What follows belongs to an exercise in optimizing a design on an open flow for small area, a short achievable clock period and few clock cycles per item; a production flow would make more cautious choices.
In this exercise RTL edits were held to simulation tests only and were not proved equivalent to the original.

// modred_top
module modred_top (
  input  logic              clk_i,
  input  logic              rst_ni,
  input  logic              psel_i,
  input  logic              penable_i,
  input  logic              pwrite_i,
  input  logic [11:0]       paddr_i,
  input  modred_pkg::word_t pwdata_i,
  output modred_pkg::word_t prdata_o,
  output logic              pready_o,
  output logic              pslverr_o
);
  localparam int ROW_W = 4;
  localparam int NROWS = 64 / ROW_W;
  localparam int PTR_W = $clog2(NROWS);
  localparam int IO_ST = 0;
  logic [PTR_W-1:0]                 ptr;
  logic [ROW_W-1:0][32-1:0] last_row;
  logic [ROW_W-1:0]                 tag_v;
  logic [ROW_W-1:0][3:0]            tag_k;
  logic [ROW_W-1:0]                 tag_kind;
  logic [ROW_W-1:0]                 wr_en;
  modred_pkg::word_t                wr_data;
  modred_apb_regs #(
    .ROW_W (ROW_W),
    .NROWS (NROWS),
    .IO_ST (IO_ST)
  ) u_regs (
    .clk_i      (clk_i),
    .rst_ni     (rst_ni),
    .psel_i     (psel_i),
    .penable_i  (penable_i),
    .pwrite_i   (pwrite_i),
    .paddr_i    (paddr_i),
    .pwdata_i   (pwdata_i),
    .prdata_o   (prdata_o),
    .pready_o   (pready_o),
    .pslverr_o  (pslverr_o),
    .ptr_i      (ptr),
    .last_row_i (last_row),
    .tag_v_o    (tag_v),
    .tag_k_o    (tag_k),
    .tag_kind_o (tag_kind),
    .wr_en_o    (wr_en),
    .wr_data_o  (wr_data)
  );
  modred_shared_mem #(
    .ROW_W (ROW_W),
    .NROWS (NROWS),
    .IO_ST (IO_ST)
  ) u_mem (
    .clk_i      (clk_i),
    .tag_v_i    (tag_v),
    .tag_k_i    (tag_k),
    .tag_kind_i (tag_kind),
    .wr_en_i    (wr_en),
    .wr_data_i  (wr_data),
    .ptr_o      (ptr),
    .last_row_o (last_row)
  );
endmodule
Size in the first run: roughly 7500 cells after synthesis, roughly 2400 flip-flops, ~83 I/O pins.
Settings: LEC_CHECK=0, ABC_CLOCK_PERIOD_IN_PS=3500, CAP_MARGIN=20, CORE_MARGIN=2, CORE_UTILIZATION=60, PLACE_DENSITY=0.7, SLEW_MARGIN=20; clock period 10.0 ns.
standard.sh (not shown) runs the stock make flow with config.mk's settings and CLKGATE_MAP_FILE= SYNTH_SCRIPT=/design/flow/synth_recipe.tcl, a recipe that flattens the netlist after the stock synthesis.
==> flow/flow/run.sh <==
#!/bin/bash
# Own layout flow: the standard ORFS flow (standard.sh, so the standard
# synthesis unchanged) with three differences in how the layout is made:
#  - timing repair aims for setup slack of SETUP_SLACK_MARGIN ns beyond the
#    10 ns constraint, so cells on the longest paths get sized up;
#  - ports are buffered with sky130_fd_sc_hd__buf_2 rather than the smallest
#    buffer ORFS picks (a delay cell);
#  - clock tree synthesis adds no dummy loads for balancing.
# The clock period, SDC and all checks are the design's. make's output goes to
# flow_make.log here; each ORFS step writes its own full log under orfs/logs/.
set -euo pipefail
export SETUP_SLACK_MARGIN=6.8
export BUFFER_PORTS_ARGS="-buffer_cell sky130_fd_sc_hd__buf_2"
export CTS_ARGS="-sink_clustering_enable -repair_clock_nets -dont_use_dummy_load -sink_clustering_size 30"
bash standard.sh finish > flow_make.log 2>&1
Testbench counts at the start, summed over its fixed seeds: cycles 3,722, words 5,120.
==> next run, changes <==
--- a/flow/design.v
+++ b/flow/design.v
@@ -441,49 +441,48 @@
   logic        setup;
   logic        is_mem;
   logic        is_reg;
   logic        esel;
   logic [1:0]  rsel;
   logic [4:0]  wr_k;
   logic        cfg_ok;
   logic        reg_err;
   logic [1:0]  start;
   modred_pkg::word_t reg_rdata;
   logic [1:0]  ending;      
-  logic [1:0]  wr_busy;     
   logic [1:0]  done_vis;
   assign setup  = psel_i & ~penable_i;
   assign is_mem = (paddr_i[11:10] == 2'b00);
   assign is_reg = (paddr_i[11:5] == 7'b0100000);
   assign esel   = paddr_i[4];
   assign rsel   = paddr_i[3:2];
   assign wr_k   = pwdata_i[4:0];
   assign cfg_ok = (wr_k >= 5'd2) && (wr_k <= 5'd16) &&
                   !(|pwdata_i[31:9]) && !(|pwdata_i[7:5]);
   always_comb begin
     reg_err = 1'b0;
     if (!is_reg) begin
       reg_err = 1'b1;
-    end else if (pwrite_i && wr_busy[esel]) begin
+    end else if (pwrite_i && busy_q[esel]) begin
       reg_err = 1'b1;
     end else if (pwrite_i && rsel == REG_CFG && !cfg_ok) begin
       reg_err = 1'b1;
     end
   end
   logic [1:0] wr_sel;       
   logic [1:0] cfg_we;
   logic [1:0] base_we;
   logic [1:0] count_we;
   always_comb begin
     for (int e = 0; e < 2; e++) begin
-      wr_sel[e]   = setup && pwrite_i && is_reg && (esel == 1'(e)) && !wr_busy[e];
+      wr_sel[e]   = setup && pwrite_i && is_reg && (esel == 1'(e)) && !busy_q[e];
       cfg_we[e]   = wr_sel[e] && (rsel == REG_CFG) && cfg_ok;
       base_we[e]  = wr_sel[e] && (rsel == REG_BASE);
       count_we[e] = wr_sel[e] && (rsel == REG_COUNT);
       start[e]    = wr_sel[e] && (rsel == REG_CTRL) && pwdata_i[0];
     end
   end
   always_comb begin
     reg_rdata = '0;
     if (is_reg) begin
       case (rsel)
         REG_CFG:   reg_rdata = {23'd0, kind_q[esel], 3'd0, k_q[esel]};
@@ -586,25 +585,23 @@
           base_q[e] <= pwdata_i[6-1:0];
         end
         if (count_we[e]) begin
           count_q[e] <= pwdata_i[8:0];
           cm1_q[e]   <= (pwdata_i[8:6] != 3'd0) ? 6'd63 : (pwdata_i[5:0] - 6'd1);
         end
       end
     end
   end
   always_comb begin
     for (int e = 0; e < 2; e++) begin
-      ending[e]   = busy_q[e] && (last_q[e] == entry_row || last_q[e] == PTR_W'(entry_row + 1'b1) ||
-                                  last_q[e] == PTR_W'(entry_row + 2'd2));
-      wr_busy[e]  = busy_q[e] && (last_q[e] != entry_row);
+      ending[e]   = busy_q[e] && (last_q[e] == entry_row || last_q[e] == PTR_W'(entry_row + 1'b1));
       done_vis[e] = done_q[e] || ending[e];
     end
   end
   logic [ROW_W-1:0] pre_in0_q;
   logic [ROW_W-1:0] pre_in1_q;
   logic [ROW_W-1:0] pre_in_d [0:1];
   always_comb begin
     logic [PTR_W-1:0] roff;
     logic             in_rows;
     logic             is_first;
     logic             is_last;
The new run went through all stages and came out clean.
Die area hardly moves.
Final area is about the same.
Global-route usage went up by 0.32 points.
Setup slack loses 0.066 ns.
Hold slack barely changes.
Routed wire length grows by 1.6%.
Synthesized cell count rises by 0.41%.
Testbench counts after the change, summed over its fixed seeds: cycles 3,884, words 5,120.

-- port drivers added, routing unchanged --
How much do the figures lean on ideal ports? The routed layouts below were timed once more, with nothing changed but the port constraints. Step 1 (the two cells are an assumption about what drives the block):
set clk [get_ports {clk_i}]
set_driving_cell -lib_cell sky130_fd_sc_hd__clkbuf_16 $clk
set_driving_cell -lib_cell sky130_fd_sc_hd__buf_2 [delete_from_list [all_inputs] $clk]
Step 2 adds t to the input delays and takes it off the output delays; t is the mean of the earliest and latest rising clock arrival at the registers after step 1. Input paths then give back, and output paths get back, about the clock's delay inside the block. a / b / c = ideal / step 1 / step 2; a / b = the first two.
run	t (ns)	slack for setup (ns)	worst hold slack (ns)	cell pins on the clock port's net
the first run	0.875	6.528 / 6.565 / 5.691	0.281 / 0.281 / 0.281	1
the second run	0.875	6.462 / 6.462 / 5.692	0.281 / 0.281 / 0.281	1
After both steps setup and hold are still met in every run listed. For the first run, which loses most, drivers alone change the setup slack by +0.037 ns; drivers and shift together by -0.837 ns.
